Source: an optimization exercise on an open RTL-to-GDS flow (aim: small area). Production flows keep margins and buffers that such runs may drop.
Function not checked in this run: the RTL went through the layout flow alone.
Power and IR drop assume default switching activity.

==> flow/design.v <==
`timescale 1ns/10ps
package dbg_pkg;
  localparam int BYTE_W    = 8;    
  localparam int WORD_W    = 32;   
  localparam int PC_W      = 8;    
  localparam int REG_IDX_W = 5;    
  localparam int FRAME_BYTES = 56;
  localparam int IF_BASE  = 0;    
  localparam int ID_BASE  = 6;    
  localparam int EX_BASE  = 29;   
  localparam int MEM_BASE = 45;   
  typedef logic [$clog2(FRAME_BYTES)-1:0] frame_idx_t;
  typedef logic [FRAME_BYTES-1:0][BYTE_W-1:0] frame_t;
  typedef union packed
  {
    logic [WORD_W-1:0]                    word;    
    logic [WORD_W/BYTE_W-1:0][BYTE_W-1:0] bytes;   
  } word_bytes_u;
endpackage
`timescale 1ns/10ps
module snapshot_capture
(
  input  logic                            clk,
  input  logic                            rst_n,
  input  logic [dbg_pkg::PC_W-1:0]        current_pc,
  input  logic [dbg_pkg::PC_W-1:0]        pc_if,
  input  logic [dbg_pkg::WORD_W-1:0]      instr_if,
  input  logic [dbg_pkg::WORD_W-1:0]      data_a_id,
  input  logic [dbg_pkg::WORD_W-1:0]      data_b_id,
  input  logic [dbg_pkg::WORD_W-1:0]      sign_ext_id,
  input  logic [dbg_pkg::PC_W-1:0]        jump_dest_id,
  input  logic [dbg_pkg::REG_IDX_W-1:0]   reg_dest_r_id,
  input  logic [dbg_pkg::REG_IDX_W-1:0]   reg_dest_l_id,
  input  logic                            reg_dst_id,
  input  logic                            alu_src_id,
  input  logic                            mem_to_reg_id,
  input  logic                            reg_write_id,
  input  logic                            mem_read_id,
  input  logic                            mem_write_id,
  input  logic                            branch_id,
  input  logic [1:0]                      alu_op_id,
  input  logic [dbg_pkg::WORD_W-1:0]      result_ie,
  input  logic [dbg_pkg::WORD_W-1:0]      reg2_ie,
  input  logic [dbg_pkg::PC_W-1:0]        jump_dest_ie,
  input  logic                            zero_ie,
  input  logic [dbg_pkg::REG_IDX_W-1:0]   reg_dest_ie,
  input  logic                            mem_to_reg_ie,
  input  logic                            reg_write_ie,
  input  logic                            mem_read_ie,
  input  logic                            mem_write_ie,
  input  logic                            branch_ie,
  input  logic [dbg_pkg::WORD_W-1:0]      mem_data_mem,
  input  logic [dbg_pkg::WORD_W-1:0]      alu_result_mem,
  input  logic [dbg_pkg::REG_IDX_W-1:0]   reg_dest_mem,
  input  logic                            mem_to_reg_mem,
  input  logic                            reg_write_mem,
  input  logic              take,    
  output logic [dbg_pkg::FRAME_BYTES*dbg_pkg::BYTE_W-1:0] frame   
);
  localparam int WORD_BYTES = dbg_pkg::WORD_W / dbg_pkg::BYTE_W;
  logic [dbg_pkg::FRAME_BYTES*dbg_pkg::BYTE_W-1:0] packed_frame;   
  function automatic logic [dbg_pkg::WORD_W-1:0] msb_first(input logic [dbg_pkg::WORD_W-1:0] value);
    for (int i = 0; i < WORD_BYTES; i++)
    begin
      msb_first[i*dbg_pkg::BYTE_W +: dbg_pkg::BYTE_W] = value[(WORD_BYTES - 1 - i)*dbg_pkg::BYTE_W +: dbg_pkg::BYTE_W];
    end
  endfunction
  always_comb
  begin
    packed_frame = '0;   
    packed_frame[(dbg_pkg::IF_BASE)*dbg_pkg::BYTE_W +: dbg_pkg::BYTE_W]     = dbg_pkg::BYTE_W'(current_pc);   
    packed_frame[(dbg_pkg::IF_BASE + 1)*dbg_pkg::BYTE_W +: dbg_pkg::BYTE_W] = dbg_pkg::BYTE_W'(pc_if);        
    packed_frame[(dbg_pkg::IF_BASE + 2)*dbg_pkg::BYTE_W +: dbg_pkg::WORD_W] = msb_first(instr_if);
    packed_frame[(dbg_pkg::ID_BASE)*dbg_pkg::BYTE_W +: dbg_pkg::WORD_W] = msb_first(data_a_id);
    packed_frame[(dbg_pkg::ID_BASE + 4)*dbg_pkg::BYTE_W +: dbg_pkg::WORD_W] = msb_first(data_b_id);
    packed_frame[(dbg_pkg::ID_BASE + 8)*dbg_pkg::BYTE_W +: dbg_pkg::WORD_W] = msb_first(sign_ext_id);
    packed_frame[(dbg_pkg::ID_BASE + 12)*dbg_pkg::BYTE_W +: dbg_pkg::BYTE_W] = dbg_pkg::BYTE_W'(jump_dest_id);
    packed_frame[(dbg_pkg::ID_BASE + 13)*dbg_pkg::BYTE_W +: dbg_pkg::BYTE_W] = dbg_pkg::BYTE_W'(reg_dest_r_id);   
    packed_frame[(dbg_pkg::ID_BASE + 14)*dbg_pkg::BYTE_W +: dbg_pkg::BYTE_W] = dbg_pkg::BYTE_W'(reg_dest_l_id);   
    packed_frame[(dbg_pkg::ID_BASE + 15)*dbg_pkg::BYTE_W +: dbg_pkg::BYTE_W] = dbg_pkg::BYTE_W'(reg_dst_id);
    packed_frame[(dbg_pkg::ID_BASE + 16)*dbg_pkg::BYTE_W +: dbg_pkg::BYTE_W] = dbg_pkg::BYTE_W'(alu_src_id);
    packed_frame[(dbg_pkg::ID_BASE + 17)*dbg_pkg::BYTE_W +: dbg_pkg::BYTE_W] = dbg_pkg::BYTE_W'(mem_to_reg_id);
    packed_frame[(dbg_pkg::ID_BASE + 18)*dbg_pkg::BYTE_W +: dbg_pkg::BYTE_W] = dbg_pkg::BYTE_W'(reg_write_id);
    packed_frame[(dbg_pkg::ID_BASE + 19)*dbg_pkg::BYTE_W +: dbg_pkg::BYTE_W] = dbg_pkg::BYTE_W'(mem_read_id);
    packed_frame[(dbg_pkg::ID_BASE + 20)*dbg_pkg::BYTE_W +: dbg_pkg::BYTE_W] = dbg_pkg::BYTE_W'(mem_write_id);
    packed_frame[(dbg_pkg::ID_BASE + 21)*dbg_pkg::BYTE_W +: dbg_pkg::BYTE_W] = dbg_pkg::BYTE_W'(branch_id);
    packed_frame[(dbg_pkg::ID_BASE + 22)*dbg_pkg::BYTE_W +: dbg_pkg::BYTE_W] = dbg_pkg::BYTE_W'(alu_op_id);   
    packed_frame[(dbg_pkg::EX_BASE)*dbg_pkg::BYTE_W +: dbg_pkg::WORD_W] = msb_first(result_ie);
    packed_frame[(dbg_pkg::EX_BASE + 4)*dbg_pkg::BYTE_W +: dbg_pkg::WORD_W] = msb_first(reg2_ie);   
    packed_frame[(dbg_pkg::EX_BASE + 8)*dbg_pkg::BYTE_W +: dbg_pkg::BYTE_W]  = dbg_pkg::BYTE_W'(jump_dest_ie);
    packed_frame[(dbg_pkg::EX_BASE + 9)*dbg_pkg::BYTE_W +: dbg_pkg::BYTE_W]  = dbg_pkg::BYTE_W'(zero_ie);
    packed_frame[(dbg_pkg::EX_BASE + 10)*dbg_pkg::BYTE_W +: dbg_pkg::BYTE_W] = dbg_pkg::BYTE_W'(reg_dest_ie);
    packed_frame[(dbg_pkg::EX_BASE + 11)*dbg_pkg::BYTE_W +: dbg_pkg::BYTE_W] = dbg_pkg::BYTE_W'(mem_to_reg_ie);
    packed_frame[(dbg_pkg::EX_BASE + 12)*dbg_pkg::BYTE_W +: dbg_pkg::BYTE_W] = dbg_pkg::BYTE_W'(reg_write_ie);
    packed_frame[(dbg_pkg::EX_BASE + 13)*dbg_pkg::BYTE_W +: dbg_pkg::BYTE_W] = dbg_pkg::BYTE_W'(mem_read_ie);
    packed_frame[(dbg_pkg::EX_BASE + 14)*dbg_pkg::BYTE_W +: dbg_pkg::BYTE_W] = dbg_pkg::BYTE_W'(mem_write_ie);
    packed_frame[(dbg_pkg::EX_BASE + 15)*dbg_pkg::BYTE_W +: dbg_pkg::BYTE_W] = dbg_pkg::BYTE_W'(branch_ie);
    packed_frame[(dbg_pkg::MEM_BASE)*dbg_pkg::BYTE_W +: dbg_pkg::WORD_W] = msb_first(mem_data_mem);
    packed_frame[(dbg_pkg::MEM_BASE + 4)*dbg_pkg::BYTE_W +: dbg_pkg::WORD_W] = msb_first(alu_result_mem);
    packed_frame[(dbg_pkg::MEM_BASE + 8)*dbg_pkg::BYTE_W +: dbg_pkg::BYTE_W]  = dbg_pkg::BYTE_W'(reg_dest_mem);
    packed_frame[(dbg_pkg::MEM_BASE + 9)*dbg_pkg::BYTE_W +: dbg_pkg::BYTE_W]  = dbg_pkg::BYTE_W'(mem_to_reg_mem);
    packed_frame[(dbg_pkg::MEM_BASE + 10)*dbg_pkg::BYTE_W +: dbg_pkg::BYTE_W] = dbg_pkg::BYTE_W'(reg_write_mem);   
  end
  always_ff @(posedge clk)
  begin
    if (take)
    begin
      frame <= packed_frame;   
    end
  end
endmodule
`timescale 1ns/10ps
module rd_aoi222
(
  input  logic a1, a2, b1, b2, c1, c2,
  output logic y
);
  assign y = ~((a1 & a2) | (b1 & b2) | (c1 & c2));
endmodule
module rd_nor2
(
  input  logic a, b,
  output logic y
);
  assign y = ~(a | b);
endmodule
module byte_readout
(
  input  logic                      clk,
  input  logic                      rst_n,
  input  logic                      capture,       
  input  logic                      advance,       
  input  logic [dbg_pkg::FRAME_BYTES*dbg_pkg::BYTE_W-1:0] frame,   
  output logic                      take,          
  output logic [dbg_pkg::BYTE_W-1:0] read_data,
  output logic                      frame_full,
  output logic                      frame_empty
);
  logic       held;      
  logic [5:0] rd_idx;      
  logic       last;      
  logic [7:0] lo_n;      
  logic [6:0] hi_n;      
  logic [dbg_pkg::FRAME_BYTES-1:0] sel;   
  assign take = capture && !held;    
  assign last = rd_idx[5] && rd_idx[4] && rd_idx[2] && rd_idx[1] && rd_idx[0];
  always_ff @(posedge clk)
  begin
    if (!rst_n)
      held <= 1'b0;
    else if (take)
      held <= 1'b1;
    else if (advance && last)
      held <= 1'b0;   
  end
  always_ff @(posedge clk)
  begin
    if (take)
      rd_idx <= '0;
    else if (advance)
      rd_idx <= rd_idx + 6'd1;
  end
  assign lo_n[0] = !(rd_idx[2:0] == 3'd0);
  assign lo_n[1] = !(rd_idx[2:0] == 3'd1);
  assign lo_n[2] = !(rd_idx[2:0] == 3'd2);
  assign lo_n[3] = !(rd_idx[2:0] == 3'd3);
  assign lo_n[4] = !(rd_idx[2:0] == 3'd4);
  assign lo_n[5] = !(rd_idx[2:0] == 3'd5);
  assign lo_n[6] = !(rd_idx[2:0] == 3'd6);
  assign lo_n[7] = !(rd_idx[2:0] == 3'd7);
  assign hi_n[0] = !(!rd_idx[5] && !rd_idx[4] && !rd_idx[3]);
  assign hi_n[1] = !(!rd_idx[5] && !rd_idx[4] &&  rd_idx[3]);
  assign hi_n[2] = !(!rd_idx[5] &&  rd_idx[4] && !rd_idx[3]);
  assign hi_n[3] = !( rd_idx[4] &&  rd_idx[3]);
  assign hi_n[4] = !( rd_idx[5] && !rd_idx[4] && !rd_idx[3]);
  assign hi_n[5] = !( rd_idx[5] &&  rd_idx[3]);
  assign hi_n[6] = !( rd_idx[5] &&  rd_idx[4]);
  rd_nor2 u_sel0 (.a(lo_n[0]), .b(hi_n[0]), .y(sel[0]));
  rd_nor2 u_sel1 (.a(lo_n[1]), .b(hi_n[0]), .y(sel[1]));
  rd_nor2 u_sel2 (.a(lo_n[2]), .b(hi_n[0]), .y(sel[2]));
  rd_nor2 u_sel3 (.a(lo_n[3]), .b(hi_n[0]), .y(sel[3]));
  rd_nor2 u_sel4 (.a(lo_n[4]), .b(hi_n[0]), .y(sel[4]));
  rd_nor2 u_sel5 (.a(lo_n[5]), .b(hi_n[0]), .y(sel[5]));
  rd_nor2 u_sel6 (.a(lo_n[6]), .b(hi_n[0]), .y(sel[6]));
  rd_nor2 u_sel7 (.a(lo_n[7]), .b(hi_n[0]), .y(sel[7]));
  rd_nor2 u_sel8 (.a(lo_n[0]), .b(hi_n[1]), .y(sel[8]));
  rd_nor2 u_sel9 (.a(lo_n[1]), .b(hi_n[1]), .y(sel[9]));
  rd_nor2 u_sel10 (.a(lo_n[2]), .b(hi_n[1]), .y(sel[10]));
  rd_nor2 u_sel11 (.a(lo_n[3]), .b(hi_n[1]), .y(sel[11]));
  rd_nor2 u_sel12 (.a(lo_n[4]), .b(hi_n[1]), .y(sel[12]));
  rd_nor2 u_sel13 (.a(lo_n[5]), .b(hi_n[1]), .y(sel[13]));
  rd_nor2 u_sel14 (.a(lo_n[6]), .b(hi_n[1]), .y(sel[14]));
  rd_nor2 u_sel15 (.a(lo_n[7]), .b(hi_n[1]), .y(sel[15]));
  rd_nor2 u_sel16 (.a(lo_n[0]), .b(hi_n[2]), .y(sel[16]));
  rd_nor2 u_sel17 (.a(lo_n[1]), .b(hi_n[2]), .y(sel[17]));
  rd_nor2 u_sel18 (.a(lo_n[2]), .b(hi_n[2]), .y(sel[18]));
  rd_nor2 u_sel19 (.a(lo_n[3]), .b(hi_n[2]), .y(sel[19]));
  rd_nor2 u_sel20 (.a(lo_n[4]), .b(hi_n[2]), .y(sel[20]));
  rd_nor2 u_sel21 (.a(lo_n[5]), .b(hi_n[2]), .y(sel[21]));
  rd_nor2 u_sel22 (.a(lo_n[6]), .b(hi_n[2]), .y(sel[22]));
  rd_nor2 u_sel23 (.a(lo_n[7]), .b(hi_n[2]), .y(sel[23]));
  rd_nor2 u_sel24 (.a(lo_n[0]), .b(hi_n[3]), .y(sel[24]));
  rd_nor2 u_sel25 (.a(lo_n[1]), .b(hi_n[3]), .y(sel[25]));
  rd_nor2 u_sel26 (.a(lo_n[2]), .b(hi_n[3]), .y(sel[26]));
  rd_nor2 u_sel27 (.a(lo_n[3]), .b(hi_n[3]), .y(sel[27]));
  rd_nor2 u_sel28 (.a(lo_n[4]), .b(hi_n[3]), .y(sel[28]));
  rd_nor2 u_sel29 (.a(lo_n[5]), .b(hi_n[3]), .y(sel[29]));
  rd_nor2 u_sel30 (.a(lo_n[6]), .b(hi_n[3]), .y(sel[30]));
  rd_nor2 u_sel31 (.a(lo_n[7]), .b(hi_n[3]), .y(sel[31]));
  rd_nor2 u_sel32 (.a(lo_n[0]), .b(hi_n[4]), .y(sel[32]));
  rd_nor2 u_sel33 (.a(lo_n[1]), .b(hi_n[4]), .y(sel[33]));
  rd_nor2 u_sel34 (.a(lo_n[2]), .b(hi_n[4]), .y(sel[34]));
  rd_nor2 u_sel35 (.a(lo_n[3]), .b(hi_n[4]), .y(sel[35]));
  rd_nor2 u_sel36 (.a(lo_n[4]), .b(hi_n[4]), .y(sel[36]));
  rd_nor2 u_sel37 (.a(lo_n[5]), .b(hi_n[4]), .y(sel[37]));
  rd_nor2 u_sel38 (.a(lo_n[6]), .b(hi_n[4]), .y(sel[38]));
  rd_nor2 u_sel39 (.a(lo_n[7]), .b(hi_n[4]), .y(sel[39]));
  rd_nor2 u_sel40 (.a(lo_n[0]), .b(hi_n[5]), .y(sel[40]));
  rd_nor2 u_sel41 (.a(lo_n[1]), .b(hi_n[5]), .y(sel[41]));
  rd_nor2 u_sel42 (.a(lo_n[2]), .b(hi_n[5]), .y(sel[42]));
  rd_nor2 u_sel43 (.a(lo_n[3]), .b(hi_n[5]), .y(sel[43]));
  rd_nor2 u_sel44 (.a(lo_n[4]), .b(hi_n[5]), .y(sel[44]));
  rd_nor2 u_sel45 (.a(lo_n[5]), .b(hi_n[5]), .y(sel[45]));
  rd_nor2 u_sel46 (.a(lo_n[6]), .b(hi_n[5]), .y(sel[46]));
  rd_nor2 u_sel47 (.a(lo_n[7]), .b(hi_n[5]), .y(sel[47]));
  rd_nor2 u_sel48 (.a(lo_n[0]), .b(hi_n[6]), .y(sel[48]));
  rd_nor2 u_sel49 (.a(lo_n[1]), .b(hi_n[6]), .y(sel[49]));
  rd_nor2 u_sel50 (.a(lo_n[2]), .b(hi_n[6]), .y(sel[50]));
  rd_nor2 u_sel51 (.a(lo_n[3]), .b(hi_n[6]), .y(sel[51]));
  rd_nor2 u_sel52 (.a(lo_n[4]), .b(hi_n[6]), .y(sel[52]));
  rd_nor2 u_sel53 (.a(lo_n[5]), .b(hi_n[6]), .y(sel[53]));
  rd_nor2 u_sel54 (.a(lo_n[6]), .b(hi_n[6]), .y(sel[54]));
  rd_nor2 u_sel55 (.a(lo_n[7]), .b(hi_n[6]), .y(sel[55]));
  logic [17:0] t0;   
  logic [12:0] t1;   
  logic [12:0] t2;   
  logic [12:0] t3;   
  logic [12:0] t4;   
  logic [11:0] t5;   
  logic [11:0] t6;   
  logic [11:0] t7;   
  rd_aoi222 u_b0_0 (.a1(sel[0]), .a2(frame[0]), .b1(sel[1]), .b2(frame[8]), .c1(sel[2]), .c2(frame[16]), .y(t0[0]));
  rd_aoi222 u_b0_1 (.a1(sel[3]), .a2(frame[24]), .b1(sel[4]), .b2(frame[32]), .c1(sel[5]), .c2(frame[40]), .y(t0[1]));
  rd_aoi222 u_b0_2 (.a1(sel[6]), .a2(frame[48]), .b1(sel[7]), .b2(frame[56]), .c1(sel[8]), .c2(frame[64]), .y(t0[2]));
  rd_aoi222 u_b0_3 (.a1(sel[9]), .a2(frame[72]), .b1(sel[10]), .b2(frame[80]), .c1(sel[11]), .c2(frame[88]), .y(t0[3]));
  rd_aoi222 u_b0_4 (.a1(sel[12]), .a2(frame[96]), .b1(sel[13]), .b2(frame[104]), .c1(sel[14]), .c2(frame[112]), .y(t0[4]));
  rd_aoi222 u_b0_5 (.a1(sel[15]), .a2(frame[120]), .b1(sel[16]), .b2(frame[128]), .c1(sel[17]), .c2(frame[136]), .y(t0[5]));
  rd_aoi222 u_b0_6 (.a1(sel[18]), .a2(frame[144]), .b1(sel[19]), .b2(frame[152]), .c1(sel[20]), .c2(frame[160]), .y(t0[6]));
  rd_aoi222 u_b0_7 (.a1(sel[21]), .a2(frame[168]), .b1(sel[22]), .b2(frame[176]), .c1(sel[23]), .c2(frame[184]), .y(t0[7]));
  rd_aoi222 u_b0_8 (.a1(sel[24]), .a2(frame[192]), .b1(sel[25]), .b2(frame[200]), .c1(sel[26]), .c2(frame[208]), .y(t0[8]));
  rd_aoi222 u_b0_9 (.a1(sel[27]), .a2(frame[216]), .b1(sel[28]), .b2(frame[224]), .c1(sel[29]), .c2(frame[232]), .y(t0[9]));
  rd_aoi222 u_b0_10 (.a1(sel[30]), .a2(frame[240]), .b1(sel[31]), .b2(frame[248]), .c1(sel[32]), .c2(frame[256]), .y(t0[10]));
  rd_aoi222 u_b0_11 (.a1(sel[33]), .a2(frame[264]), .b1(sel[34]), .b2(frame[272]), .c1(sel[35]), .c2(frame[280]), .y(t0[11]));
  rd_aoi222 u_b0_12 (.a1(sel[36]), .a2(frame[288]), .b1(sel[37]), .b2(frame[296]), .c1(sel[38]), .c2(frame[304]), .y(t0[12]));
  rd_aoi222 u_b0_13 (.a1(sel[39]), .a2(frame[312]), .b1(sel[40]), .b2(frame[320]), .c1(sel[41]), .c2(frame[328]), .y(t0[13]));
  rd_aoi222 u_b0_14 (.a1(sel[42]), .a2(frame[336]), .b1(sel[43]), .b2(frame[344]), .c1(sel[44]), .c2(frame[352]), .y(t0[14]));
  rd_aoi222 u_b0_15 (.a1(sel[45]), .a2(frame[360]), .b1(sel[46]), .b2(frame[368]), .c1(sel[47]), .c2(frame[376]), .y(t0[15]));
  rd_aoi222 u_b0_16 (.a1(sel[48]), .a2(frame[384]), .b1(sel[49]), .b2(frame[392]), .c1(sel[50]), .c2(frame[400]), .y(t0[16]));
  rd_aoi222 u_b0_17 (.a1(sel[51]), .a2(frame[408]), .b1(sel[52]), .b2(frame[416]), .c1(sel[53]), .c2(frame[424]), .y(t0[17]));
  assign read_data[0] = ~&t0 | (sel[54] & frame[432]) | (sel[55] & frame[440]);
  rd_aoi222 u_b1_0 (.a1(sel[0]), .a2(frame[1]), .b1(sel[1]), .b2(frame[9]), .c1(sel[2]), .c2(frame[17]), .y(t1[0]));
  rd_aoi222 u_b1_1 (.a1(sel[3]), .a2(frame[25]), .b1(sel[4]), .b2(frame[33]), .c1(sel[5]), .c2(frame[41]), .y(t1[1]));
  rd_aoi222 u_b1_2 (.a1(sel[6]), .a2(frame[49]), .b1(sel[7]), .b2(frame[57]), .c1(sel[8]), .c2(frame[65]), .y(t1[2]));
  rd_aoi222 u_b1_3 (.a1(sel[9]), .a2(frame[73]), .b1(sel[10]), .b2(frame[81]), .c1(sel[11]), .c2(frame[89]), .y(t1[3]));
  rd_aoi222 u_b1_4 (.a1(sel[12]), .a2(frame[97]), .b1(sel[13]), .b2(frame[105]), .c1(sel[14]), .c2(frame[113]), .y(t1[4]));
  rd_aoi222 u_b1_5 (.a1(sel[15]), .a2(frame[121]), .b1(sel[16]), .b2(frame[129]), .c1(sel[17]), .c2(frame[137]), .y(t1[5]));
  rd_aoi222 u_b1_6 (.a1(sel[18]), .a2(frame[145]), .b1(sel[19]), .b2(frame[153]), .c1(sel[20]), .c2(frame[161]), .y(t1[6]));
  rd_aoi222 u_b1_7 (.a1(sel[28]), .a2(frame[225]), .b1(sel[29]), .b2(frame[233]), .c1(sel[30]), .c2(frame[241]), .y(t1[7]));
  rd_aoi222 u_b1_8 (.a1(sel[31]), .a2(frame[249]), .b1(sel[32]), .b2(frame[257]), .c1(sel[33]), .c2(frame[265]), .y(t1[8]));
  rd_aoi222 u_b1_9 (.a1(sel[34]), .a2(frame[273]), .b1(sel[35]), .b2(frame[281]), .c1(sel[36]), .c2(frame[289]), .y(t1[9]));
  rd_aoi222 u_b1_10 (.a1(sel[37]), .a2(frame[297]), .b1(sel[39]), .b2(frame[313]), .c1(sel[45]), .c2(frame[361]), .y(t1[10]));
  rd_aoi222 u_b1_11 (.a1(sel[46]), .a2(frame[369]), .b1(sel[47]), .b2(frame[377]), .c1(sel[48]), .c2(frame[385]), .y(t1[11]));
  rd_aoi222 u_b1_12 (.a1(sel[49]), .a2(frame[393]), .b1(sel[50]), .b2(frame[401]), .c1(sel[51]), .c2(frame[409]), .y(t1[12]));
  assign read_data[1] = ~&t1 | (sel[52] & frame[417]) | (sel[53] & frame[425]);
  rd_aoi222 u_b2_0 (.a1(sel[0]), .a2(frame[2]), .b1(sel[1]), .b2(frame[10]), .c1(sel[2]), .c2(frame[18]), .y(t2[0]));
  rd_aoi222 u_b2_1 (.a1(sel[3]), .a2(frame[26]), .b1(sel[4]), .b2(frame[34]), .c1(sel[5]), .c2(frame[42]), .y(t2[1]));
  rd_aoi222 u_b2_2 (.a1(sel[6]), .a2(frame[50]), .b1(sel[7]), .b2(frame[58]), .c1(sel[8]), .c2(frame[66]), .y(t2[2]));
  rd_aoi222 u_b2_3 (.a1(sel[9]), .a2(frame[74]), .b1(sel[10]), .b2(frame[82]), .c1(sel[11]), .c2(frame[90]), .y(t2[3]));
  rd_aoi222 u_b2_4 (.a1(sel[12]), .a2(frame[98]), .b1(sel[13]), .b2(frame[106]), .c1(sel[14]), .c2(frame[114]), .y(t2[4]));
  rd_aoi222 u_b2_5 (.a1(sel[15]), .a2(frame[122]), .b1(sel[16]), .b2(frame[130]), .c1(sel[17]), .c2(frame[138]), .y(t2[5]));
  rd_aoi222 u_b2_6 (.a1(sel[18]), .a2(frame[146]), .b1(sel[19]), .b2(frame[154]), .c1(sel[20]), .c2(frame[162]), .y(t2[6]));
  rd_aoi222 u_b2_7 (.a1(sel[29]), .a2(frame[234]), .b1(sel[30]), .b2(frame[242]), .c1(sel[31]), .c2(frame[250]), .y(t2[7]));
  rd_aoi222 u_b2_8 (.a1(sel[32]), .a2(frame[258]), .b1(sel[33]), .b2(frame[266]), .c1(sel[34]), .c2(frame[274]), .y(t2[8]));
  rd_aoi222 u_b2_9 (.a1(sel[35]), .a2(frame[282]), .b1(sel[36]), .b2(frame[290]), .c1(sel[37]), .c2(frame[298]), .y(t2[9]));
  rd_aoi222 u_b2_10 (.a1(sel[39]), .a2(frame[314]), .b1(sel[45]), .b2(frame[362]), .c1(sel[46]), .c2(frame[370]), .y(t2[10]));
  rd_aoi222 u_b2_11 (.a1(sel[47]), .a2(frame[378]), .b1(sel[48]), .b2(frame[386]), .c1(sel[49]), .c2(frame[394]), .y(t2[11]));
  rd_aoi222 u_b2_12 (.a1(sel[50]), .a2(frame[402]), .b1(sel[51]), .b2(frame[410]), .c1(sel[52]), .c2(frame[418]), .y(t2[12]));
  assign read_data[2] = ~&t2 | (sel[53] & frame[426]);
  rd_aoi222 u_b3_0 (.a1(sel[0]), .a2(frame[3]), .b1(sel[1]), .b2(frame[11]), .c1(sel[2]), .c2(frame[19]), .y(t3[0]));
  rd_aoi222 u_b3_1 (.a1(sel[3]), .a2(frame[27]), .b1(sel[4]), .b2(frame[35]), .c1(sel[5]), .c2(frame[43]), .y(t3[1]));
  rd_aoi222 u_b3_2 (.a1(sel[6]), .a2(frame[51]), .b1(sel[7]), .b2(frame[59]), .c1(sel[8]), .c2(frame[67]), .y(t3[2]));
  rd_aoi222 u_b3_3 (.a1(sel[9]), .a2(frame[75]), .b1(sel[10]), .b2(frame[83]), .c1(sel[11]), .c2(frame[91]), .y(t3[3]));
  rd_aoi222 u_b3_4 (.a1(sel[12]), .a2(frame[99]), .b1(sel[13]), .b2(frame[107]), .c1(sel[14]), .c2(frame[115]), .y(t3[4]));
  rd_aoi222 u_b3_5 (.a1(sel[15]), .a2(frame[123]), .b1(sel[16]), .b2(frame[131]), .c1(sel[17]), .c2(frame[139]), .y(t3[5]));
  rd_aoi222 u_b3_6 (.a1(sel[18]), .a2(frame[147]), .b1(sel[19]), .b2(frame[155]), .c1(sel[20]), .c2(frame[163]), .y(t3[6]));
  rd_aoi222 u_b3_7 (.a1(sel[29]), .a2(frame[235]), .b1(sel[30]), .b2(frame[243]), .c1(sel[31]), .c2(frame[251]), .y(t3[7]));
  rd_aoi222 u_b3_8 (.a1(sel[32]), .a2(frame[259]), .b1(sel[33]), .b2(frame[267]), .c1(sel[34]), .c2(frame[275]), .y(t3[8]));
  rd_aoi222 u_b3_9 (.a1(sel[35]), .a2(frame[283]), .b1(sel[36]), .b2(frame[291]), .c1(sel[37]), .c2(frame[299]), .y(t3[9]));
  rd_aoi222 u_b3_10 (.a1(sel[39]), .a2(frame[315]), .b1(sel[45]), .b2(frame[363]), .c1(sel[46]), .c2(frame[371]), .y(t3[10]));
  rd_aoi222 u_b3_11 (.a1(sel[47]), .a2(frame[379]), .b1(sel[48]), .b2(frame[387]), .c1(sel[49]), .c2(frame[395]), .y(t3[11]));
  rd_aoi222 u_b3_12 (.a1(sel[50]), .a2(frame[403]), .b1(sel[51]), .b2(frame[411]), .c1(sel[52]), .c2(frame[419]), .y(t3[12]));
  assign read_data[3] = ~&t3 | (sel[53] & frame[427]);
  rd_aoi222 u_b4_0 (.a1(sel[0]), .a2(frame[4]), .b1(sel[1]), .b2(frame[12]), .c1(sel[2]), .c2(frame[20]), .y(t4[0]));
  rd_aoi222 u_b4_1 (.a1(sel[3]), .a2(frame[28]), .b1(sel[4]), .b2(frame[36]), .c1(sel[5]), .c2(frame[44]), .y(t4[1]));
  rd_aoi222 u_b4_2 (.a1(sel[6]), .a2(frame[52]), .b1(sel[7]), .b2(frame[60]), .c1(sel[8]), .c2(frame[68]), .y(t4[2]));
  rd_aoi222 u_b4_3 (.a1(sel[9]), .a2(frame[76]), .b1(sel[10]), .b2(frame[84]), .c1(sel[11]), .c2(frame[92]), .y(t4[3]));
  rd_aoi222 u_b4_4 (.a1(sel[12]), .a2(frame[100]), .b1(sel[13]), .b2(frame[108]), .c1(sel[14]), .c2(frame[116]), .y(t4[4]));
  rd_aoi222 u_b4_5 (.a1(sel[15]), .a2(frame[124]), .b1(sel[16]), .b2(frame[132]), .c1(sel[17]), .c2(frame[140]), .y(t4[5]));
  rd_aoi222 u_b4_6 (.a1(sel[18]), .a2(frame[148]), .b1(sel[19]), .b2(frame[156]), .c1(sel[20]), .c2(frame[164]), .y(t4[6]));
  rd_aoi222 u_b4_7 (.a1(sel[29]), .a2(frame[236]), .b1(sel[30]), .b2(frame[244]), .c1(sel[31]), .c2(frame[252]), .y(t4[7]));
  rd_aoi222 u_b4_8 (.a1(sel[32]), .a2(frame[260]), .b1(sel[33]), .b2(frame[268]), .c1(sel[34]), .c2(frame[276]), .y(t4[8]));
  rd_aoi222 u_b4_9 (.a1(sel[35]), .a2(frame[284]), .b1(sel[36]), .b2(frame[292]), .c1(sel[37]), .c2(frame[300]), .y(t4[9]));
  rd_aoi222 u_b4_10 (.a1(sel[39]), .a2(frame[316]), .b1(sel[45]), .b2(frame[364]), .c1(sel[46]), .c2(frame[372]), .y(t4[10]));
  rd_aoi222 u_b4_11 (.a1(sel[47]), .a2(frame[380]), .b1(sel[48]), .b2(frame[388]), .c1(sel[49]), .c2(frame[396]), .y(t4[11]));
  rd_aoi222 u_b4_12 (.a1(sel[50]), .a2(frame[404]), .b1(sel[51]), .b2(frame[412]), .c1(sel[52]), .c2(frame[420]), .y(t4[12]));
  assign read_data[4] = ~&t4 | (sel[53] & frame[428]);
  rd_aoi222 u_b5_0 (.a1(sel[0]), .a2(frame[5]), .b1(sel[1]), .b2(frame[13]), .c1(sel[2]), .c2(frame[21]), .y(t5[0]));
  rd_aoi222 u_b5_1 (.a1(sel[3]), .a2(frame[29]), .b1(sel[4]), .b2(frame[37]), .c1(sel[5]), .c2(frame[45]), .y(t5[1]));
  rd_aoi222 u_b5_2 (.a1(sel[6]), .a2(frame[53]), .b1(sel[7]), .b2(frame[61]), .c1(sel[8]), .c2(frame[69]), .y(t5[2]));
  rd_aoi222 u_b5_3 (.a1(sel[9]), .a2(frame[77]), .b1(sel[10]), .b2(frame[85]), .c1(sel[11]), .c2(frame[93]), .y(t5[3]));
  rd_aoi222 u_b5_4 (.a1(sel[12]), .a2(frame[101]), .b1(sel[13]), .b2(frame[109]), .c1(sel[14]), .c2(frame[117]), .y(t5[4]));
  rd_aoi222 u_b5_5 (.a1(sel[15]), .a2(frame[125]), .b1(sel[16]), .b2(frame[133]), .c1(sel[17]), .c2(frame[141]), .y(t5[5]));
  rd_aoi222 u_b5_6 (.a1(sel[18]), .a2(frame[149]), .b1(sel[29]), .b2(frame[237]), .c1(sel[30]), .c2(frame[245]), .y(t5[6]));
  rd_aoi222 u_b5_7 (.a1(sel[31]), .a2(frame[253]), .b1(sel[32]), .b2(frame[261]), .c1(sel[33]), .c2(frame[269]), .y(t5[7]));
  rd_aoi222 u_b5_8 (.a1(sel[34]), .a2(frame[277]), .b1(sel[35]), .b2(frame[285]), .c1(sel[36]), .c2(frame[293]), .y(t5[8]));
  rd_aoi222 u_b5_9 (.a1(sel[37]), .a2(frame[301]), .b1(sel[45]), .b2(frame[365]), .c1(sel[46]), .c2(frame[373]), .y(t5[9]));
  rd_aoi222 u_b5_10 (.a1(sel[47]), .a2(frame[381]), .b1(sel[48]), .b2(frame[389]), .c1(sel[49]), .c2(frame[397]), .y(t5[10]));
  rd_aoi222 u_b5_11 (.a1(sel[50]), .a2(frame[405]), .b1(sel[51]), .b2(frame[413]), .c1(sel[52]), .c2(frame[421]), .y(t5[11]));
  assign read_data[5] = ~&t5;
  rd_aoi222 u_b6_0 (.a1(sel[0]), .a2(frame[6]), .b1(sel[1]), .b2(frame[14]), .c1(sel[2]), .c2(frame[22]), .y(t6[0]));
  rd_aoi222 u_b6_1 (.a1(sel[3]), .a2(frame[30]), .b1(sel[4]), .b2(frame[38]), .c1(sel[5]), .c2(frame[46]), .y(t6[1]));
  rd_aoi222 u_b6_2 (.a1(sel[6]), .a2(frame[54]), .b1(sel[7]), .b2(frame[62]), .c1(sel[8]), .c2(frame[70]), .y(t6[2]));
  rd_aoi222 u_b6_3 (.a1(sel[9]), .a2(frame[78]), .b1(sel[10]), .b2(frame[86]), .c1(sel[11]), .c2(frame[94]), .y(t6[3]));
  rd_aoi222 u_b6_4 (.a1(sel[12]), .a2(frame[102]), .b1(sel[13]), .b2(frame[110]), .c1(sel[14]), .c2(frame[118]), .y(t6[4]));
  rd_aoi222 u_b6_5 (.a1(sel[15]), .a2(frame[126]), .b1(sel[16]), .b2(frame[134]), .c1(sel[17]), .c2(frame[142]), .y(t6[5]));
  rd_aoi222 u_b6_6 (.a1(sel[18]), .a2(frame[150]), .b1(sel[29]), .b2(frame[238]), .c1(sel[30]), .c2(frame[246]), .y(t6[6]));
  rd_aoi222 u_b6_7 (.a1(sel[31]), .a2(frame[254]), .b1(sel[32]), .b2(frame[262]), .c1(sel[33]), .c2(frame[270]), .y(t6[7]));
  rd_aoi222 u_b6_8 (.a1(sel[34]), .a2(frame[278]), .b1(sel[35]), .b2(frame[286]), .c1(sel[36]), .c2(frame[294]), .y(t6[8]));
  rd_aoi222 u_b6_9 (.a1(sel[37]), .a2(frame[302]), .b1(sel[45]), .b2(frame[366]), .c1(sel[46]), .c2(frame[374]), .y(t6[9]));
  rd_aoi222 u_b6_10 (.a1(sel[47]), .a2(frame[382]), .b1(sel[48]), .b2(frame[390]), .c1(sel[49]), .c2(frame[398]), .y(t6[10]));
  rd_aoi222 u_b6_11 (.a1(sel[50]), .a2(frame[406]), .b1(sel[51]), .b2(frame[414]), .c1(sel[52]), .c2(frame[422]), .y(t6[11]));
  assign read_data[6] = ~&t6;
  rd_aoi222 u_b7_0 (.a1(sel[0]), .a2(frame[7]), .b1(sel[1]), .b2(frame[15]), .c1(sel[2]), .c2(frame[23]), .y(t7[0]));
  rd_aoi222 u_b7_1 (.a1(sel[3]), .a2(frame[31]), .b1(sel[4]), .b2(frame[39]), .c1(sel[5]), .c2(frame[47]), .y(t7[1]));
  rd_aoi222 u_b7_2 (.a1(sel[6]), .a2(frame[55]), .b1(sel[7]), .b2(frame[63]), .c1(sel[8]), .c2(frame[71]), .y(t7[2]));
  rd_aoi222 u_b7_3 (.a1(sel[9]), .a2(frame[79]), .b1(sel[10]), .b2(frame[87]), .c1(sel[11]), .c2(frame[95]), .y(t7[3]));
  rd_aoi222 u_b7_4 (.a1(sel[12]), .a2(frame[103]), .b1(sel[13]), .b2(frame[111]), .c1(sel[14]), .c2(frame[119]), .y(t7[4]));
  rd_aoi222 u_b7_5 (.a1(sel[15]), .a2(frame[127]), .b1(sel[16]), .b2(frame[135]), .c1(sel[17]), .c2(frame[143]), .y(t7[5]));
  rd_aoi222 u_b7_6 (.a1(sel[18]), .a2(frame[151]), .b1(sel[29]), .b2(frame[239]), .c1(sel[30]), .c2(frame[247]), .y(t7[6]));
  rd_aoi222 u_b7_7 (.a1(sel[31]), .a2(frame[255]), .b1(sel[32]), .b2(frame[263]), .c1(sel[33]), .c2(frame[271]), .y(t7[7]));
  rd_aoi222 u_b7_8 (.a1(sel[34]), .a2(frame[279]), .b1(sel[35]), .b2(frame[287]), .c1(sel[36]), .c2(frame[295]), .y(t7[8]));
  rd_aoi222 u_b7_9 (.a1(sel[37]), .a2(frame[303]), .b1(sel[45]), .b2(frame[367]), .c1(sel[46]), .c2(frame[375]), .y(t7[9]));
  rd_aoi222 u_b7_10 (.a1(sel[47]), .a2(frame[383]), .b1(sel[48]), .b2(frame[391]), .c1(sel[49]), .c2(frame[399]), .y(t7[10]));
  rd_aoi222 u_b7_11 (.a1(sel[50]), .a2(frame[407]), .b1(sel[51]), .b2(frame[415]), .c1(sel[52]), .c2(frame[423]), .y(t7[11]));
  assign read_data[7] = ~&t7;
  assign frame_full  = held && (rd_idx == '0);     
  assign frame_empty = !held;
endmodule
`timescale 1ns/10ps
module pipe_snapshot_top
(
  input  logic                            clk,
  input  logic                            rst_n,
  input  logic                            capture,
  input  logic                            advance,
  input  logic [dbg_pkg::PC_W-1:0]        current_pc,
  input  logic [dbg_pkg::PC_W-1:0]        pc_if,
  input  logic [dbg_pkg::WORD_W-1:0]      instr_if,
  input  logic [dbg_pkg::WORD_W-1:0]      data_a_id,
  input  logic [dbg_pkg::WORD_W-1:0]      data_b_id,
  input  logic [dbg_pkg::WORD_W-1:0]      sign_ext_id,
  input  logic [dbg_pkg::PC_W-1:0]        jump_dest_id,
  input  logic [dbg_pkg::REG_IDX_W-1:0]   reg_dest_r_id,
  input  logic [dbg_pkg::REG_IDX_W-1:0]   reg_dest_l_id,
  input  logic                            reg_dst_id,
  input  logic                            alu_src_id,
  input  logic                            mem_to_reg_id,
  input  logic                            reg_write_id,
  input  logic                            mem_read_id,
  input  logic                            mem_write_id,
  input  logic                            branch_id,
  input  logic [1:0]                      alu_op_id,
  input  logic [dbg_pkg::WORD_W-1:0]      result_ie,
  input  logic [dbg_pkg::WORD_W-1:0]      reg2_ie,
  input  logic [dbg_pkg::PC_W-1:0]        jump_dest_ie,
  input  logic                            zero_ie,
  input  logic [dbg_pkg::REG_IDX_W-1:0]   reg_dest_ie,
  input  logic                            mem_to_reg_ie,
  input  logic                            reg_write_ie,
  input  logic                            mem_read_ie,
  input  logic                            mem_write_ie,
  input  logic                            branch_ie,
  input  logic [dbg_pkg::WORD_W-1:0]      mem_data_mem,
  input  logic [dbg_pkg::WORD_W-1:0]      alu_result_mem,
  input  logic [dbg_pkg::REG_IDX_W-1:0]   reg_dest_mem,
  input  logic                            mem_to_reg_mem,
  input  logic                            reg_write_mem,
  output logic [dbg_pkg::BYTE_W-1:0]      read_data,
  output logic                            frame_full,
  output logic                            frame_empty
);
  logic   take;    
  logic [dbg_pkg::FRAME_BYTES*dbg_pkg::BYTE_W-1:0] frame;   
  snapshot_capture snapshot_capture_inst
  (
    .clk    (clk),
    .rst_n  (rst_n),
    .current_pc     (current_pc),
    .pc_if          (pc_if),
    .instr_if       (instr_if),
    .data_a_id      (data_a_id),
    .data_b_id      (data_b_id),
    .sign_ext_id    (sign_ext_id),
    .jump_dest_id   (jump_dest_id),
    .reg_dest_r_id  (reg_dest_r_id),
    .reg_dest_l_id  (reg_dest_l_id),
    .reg_dst_id     (reg_dst_id),
    .alu_src_id     (alu_src_id),
    .mem_to_reg_id  (mem_to_reg_id),
    .reg_write_id   (reg_write_id),
    .mem_read_id    (mem_read_id),
    .mem_write_id   (mem_write_id),
    .branch_id      (branch_id),
    .alu_op_id      (alu_op_id),
    .result_ie      (result_ie),
    .reg2_ie        (reg2_ie),
    .jump_dest_ie   (jump_dest_ie),
    .zero_ie        (zero_ie),
    .reg_dest_ie    (reg_dest_ie),
    .mem_to_reg_ie  (mem_to_reg_ie),
    .reg_write_ie   (reg_write_ie),
    .mem_read_ie    (mem_read_ie),
    .mem_write_ie   (mem_write_ie),
    .branch_ie      (branch_ie),
    .mem_data_mem   (mem_data_mem),
    .alu_result_mem (alu_result_mem),
    .reg_dest_mem   (reg_dest_mem),
    .mem_to_reg_mem (mem_to_reg_mem),
    .reg_write_mem  (reg_write_mem),
    .take   (take),
    .frame  (frame)
  );
  byte_readout byte_readout_inst
  (
    .clk         (clk),
    .rst_n       (rst_n),
    .capture     (capture),
    .advance     (advance),
    .frame       (frame),
    .take        (take),
    .read_data   (read_data),
    .frame_full  (frame_full),
    .frame_empty (frame_empty)
  );
endmodule
==> flow/flow/run.sh <==
#!/bin/bash
# Standard ORFS layout with smaller port buffers and a lighter clock tree.
set -euo pipefail
export BUFFER_PORTS_ARGS="-buffer_cell sky130_fd_sc_hd__buf_1"
export CTS_ARGS="-sink_clustering_enable -repair_clock_nets -dont_use_dummy_load -buf_list {sky130_fd_sc_hd__clkbuf_4 sky130_fd_sc_hd__clkbuf_8 sky130_fd_sc_hd__clkbuf_16} -root_buf sky130_fd_sc_hd__clkbuf_8 -sink_clustering_size 30 -sink_clustering_max_diameter 100"
bash standard.sh > standard.log 2>&1
==> flow/standard.sh <==
#!/bin/bash
# synth_recipe.tcl (not shown) runs the flow's synth.tcl, then flattens the netlist and writes it again
# the make line also repeats each setting of config.mk as NAME=value (left out here)
make -C /OpenROAD-flow-scripts/flow DESIGN_CONFIG=/design/flow/config.mk WORK_HOME=/design/flow/orfs CLKGATE_MAP_FILE= SYNTH_SCRIPT=/design/flow/synth_recipe.tcl "${@:-finish}"
==> flow/config.mk <==
export PLATFORM = sky130hd
export DESIGN_NAME = pipe_snapshot_top
export DESIGN_NICKNAME = pipe_snapshot_top
export VERILOG_FILES = /design/flow/design.v
export SDC_FILE = /design/flow/constraint.sdc
export NUM_CORES = 4
export LEC_CHECK = 0
export CAP_MARGIN = 20
export CORE_MARGIN = 2
export CORE_UTILIZATION = 60
export SLEW_MARGIN = 20
export SYNTH_HIERARCHICAL = 1
==> flow/constraint.sdc <==
create_clock -name core_clock -period 6.0 [get_ports {clk}]
set_input_delay 1.2000 -clock core_clock [delete_from_list [all_inputs] [get_ports {clk}]]
set_output_delay 1.2000 -clock core_clock [all_outputs]
set_load 0.01 [all_outputs]
==> results by group <==
Hold path
  – Hold/Removal Path Class: reg2reg
  – Hold endpoint: byte_readout_inst.held$_SDFFE_PN0P_
  – Hold depth: 1
  – Hold_sp: byte_readout_inst.held$_SDFFE_PN0P_

Status
  – Status: no timing/DRC/antenna violations

STA
  – RSZ-0062 raised after global routing: no
  – Skew final: 0.0515 ns
  – Slew Viols, Final: 0
  – Max Clk Rate: 213 MHz
  – Crit path time final: 4.69 ns
  – Setup violators final: 0
  – Fin. Hold Viols: 0
  – Crit share post-route: 78.1%
  – Max-Slew Margin vs Limit: a little under a third
  – Worst Max-Slew Pin Slew: between 1 and 1.5 ns
  – Post-Route Setup TNS: 0 ns

CTS
  – Hold_buf cts: 0
  – Setup repair bufs after CTS: 0
  – CTS tree: done
  – Htree depth: 1
  – Max Root-Sink Buffers: 3
  – Clk slew on worst S/H paths: 0.11 ns
  – CTS buffer count: 15
  – Worst-Skew Late Latency: 0.58 ns
  – Root Buffer: clkbuf_8
  – Clk sinks: 332
  – Post_cts resized: 0

Layout
  – Multi-input logic area: 1800 um2
  – Seq. cell area: 9900 um2
  – Net count of the finished layout: 1277
  – P&R area growth vs syn: 16.9%
  – Fillers: 1318
  – Layout cells sized above 1: 2.23%
  – Final instance area: 13700 um2

Critical path
  – Reg2Reg Setup Slack: 3.66 ns
  – Worst Path Max Fanout: 8
  – R2R cell count: 3
  – Worst reg2reg path startpoint: byte_readout_inst.held$_SDFFE_PN0P_
  – Crit path DAT: 3.49 ns
  – Cell family with most CP delay: simple AND/OR/NAND/NOR gates
  – Worst path bufs/invs: 2
  – Critical Path RT: 4.80 ns
  – Slowest-stage cell, CP: a222oi_1
  – Stages on worst setup path: 8
  – Setup CP Type: reg2out
  – Worst path max stage delay: 0.69 ns
  – Startpoint types: flop
  – Worst-path cell chain: inv_1, ha_1, nand2_1, nor2_1, a222oi_1, nand4_1, or4_1, buf_1
  – CP endpoint kind: output pin
  – Worst R2R End: snapshot_capture_inst.frame[256]$_DFFE_PP_

Place
  – Placed cell areas: 13400 um2
  – GPL Wtd Cong: 0.867
  – HPWL after DPL: 23200 um
  – I/O Buffers: ~340

Power and ir drop
  – LEAKAGE: 4.27 nW
  – Maximum vdd ir drop: 0.235 mV
  – Pwr Density: ~300 nW/um2

Global routing
  – Global-route wire length before repair: approximately 42000 um
  – Initial antenna violation count: 0
  – All-Layer GR Usage: 28.3%
  – Largest net degree at the start of global routing: 189
  – Vias in the first global route: 7358
  – Grt ovf: 0

Yosys
  – Synth Warn #: 8
  – Cell Area, Synth: 11700 um2
  – Mapped Cells: 587
  – Syn Area/Cell: roughly 20 um2
  – Syn_nets: approximately 920

Die
  – Die height: approximately 140 um
  – Initial Utilization: 60.7%
  – # IOs: 339
  – Cell Rows: 51
  – Core Region: 19300 um2
  – Die width: 144 um
  – Die area: 20700 um2

Run
  – Max-cap violations: 0

Drt
  – Vias post-DR: 7553
  – DR iter-0 viols: ~1.2k
  – Final WL: 30400 um
  – Drc violations: 0
  – DR pass1 iterations: 8
  – ANT nets after route: 0
  – Wire per inst: 25.1 um
  – DR vias/cell: 6.25
through the flow:
step                      total power [mW]  util [%]  hold slack [ns]  worst slack (ns)  instances
after floorplan                       2.96         -            0.443              1.86        587
after global routing                  4.27      70.9            0.553              1.13       1205
after global placement                3.16      69.1            0.489              2.07       1190
after detailed placement              3.17      69.1            0.497              2.03       1190
after CTS                             4.17      70.8            0.520              1.41       1205
final                                 4.15      70.9            0.519              1.31       1209
area by class of cell:
type | instances | area share (%)
flip-flops and latches | 332 | 72.2
multi-input cells | 246 | 13.1
repair buffers | 341 | 9.54
clock buffers | 15 | 2.49
well taps | 265 | 2.42
inverters | 6 | 0.164
diodes | 4 | 0.0730
cells in the final DEF, fill, tap and decap left out, types with 2 or more instances in the layout:
master	n
a22oi_1	2
nand2_1	14
inv_1	6
buf_1	338
ha_1	6
diode_2	4
or3_1	5
o21ai_0	2
nand4_1	23
edfxtp_1	325
dfxtp_1	7
or4_1	4
a222oi_1	106
clkbuf_8	3
nand3_1	8
a21oi_1	2
nor2_1	64
xor2_1	2
clkbuf_16	12
power by group:
part	switching (mW)	total, mW	leakage (nW)	internal [mW]
sequential	0.0496	2.75	3.15	2.70
clock	0.621	1.03	0.169	0.405
combinational	0.252	0.374	0.946	0.122
total	0.923	4.15	4.27	3.23
worst max path at each step:
stage | start | end | slack (ns)
3_3_place_gp | byte_readout_inst.rd_idx[2]$_SDFFE_PP0P_ | read_data[7] | 2.07
6_report | byte_readout_inst.rd_idx[1]$_SDFFE_PP0P_ | read_data[1] | 1.31
3_5_place_dp | byte_readout_inst.rd_idx[0]$_SDFFE_PP0P_ | read_data[1] | 2.03
5_1_grt | byte_readout_inst.rd_idx[1]$_SDFFE_PP0P_ | read_data[1] | 1.13
2_1_floorplan | capture | snapshot_capture_inst.frame[0]$_DFFE_PP_ | 1.86
4_1_cts | byte_readout_inst.rd_idx[1]$_SDFFE_PP0P_ | read_data[1] | 1.41
layer usage:
| metal | GRT usage (%) | routed length, um | vias to the layer above |
|---|---|---|---|
| met5 | 0 | 0 | - |
| met4 | 8.26 | 863 | 0 |
| met3 | 6.70 | 3590 | 51 |
| met2 | 47.3 | 15100 | 496 |
| met1 | 37.5 | 10800 | 3692 |
| li1 | - | - | 3314 |
state kept, by name, indices dropped and copies added, names as in the netlist:
name,flops
byte_readout_inst.rd_idx,6
snapshot_capture_inst.frame,325
byte_readout_inst.held,1

static timing again, ports no longer ideal:
In the flow no input, the clock included, has a driving cell. The finished layout below was timed again as built, in two steps.
Step 1 (the two cells are an assumption about what drives the block):
set clk [get_ports {clk}]
set_driving_cell -lib_cell sky130_fd_sc_hd__clkbuf_16 $clk
set_driving_cell -lib_cell sky130_fd_sc_hd__buf_2 [delete_from_list [all_inputs] $clk]
Step 2 adds t to the input delays and takes it off the output delays; t is the mean of the earliest and latest rising clock arrival at the registers after step 1. Input paths then give back, and output paths get back, about the clock's delay inside the block.
Slacks: ideal ports / drivers / drivers and shift; pairs: ideal ports / drivers.
t (ns): 0.582
setup slack, ns: 1.312 / 1.272 / 1.853
worst register clock-pin slew, ns: 0.11 / 0.11
After both steps setup and hold are still met in this run. For this run, drivers alone change the setup slack by -0.040 ns; drivers and shift together by +0.541 ns.
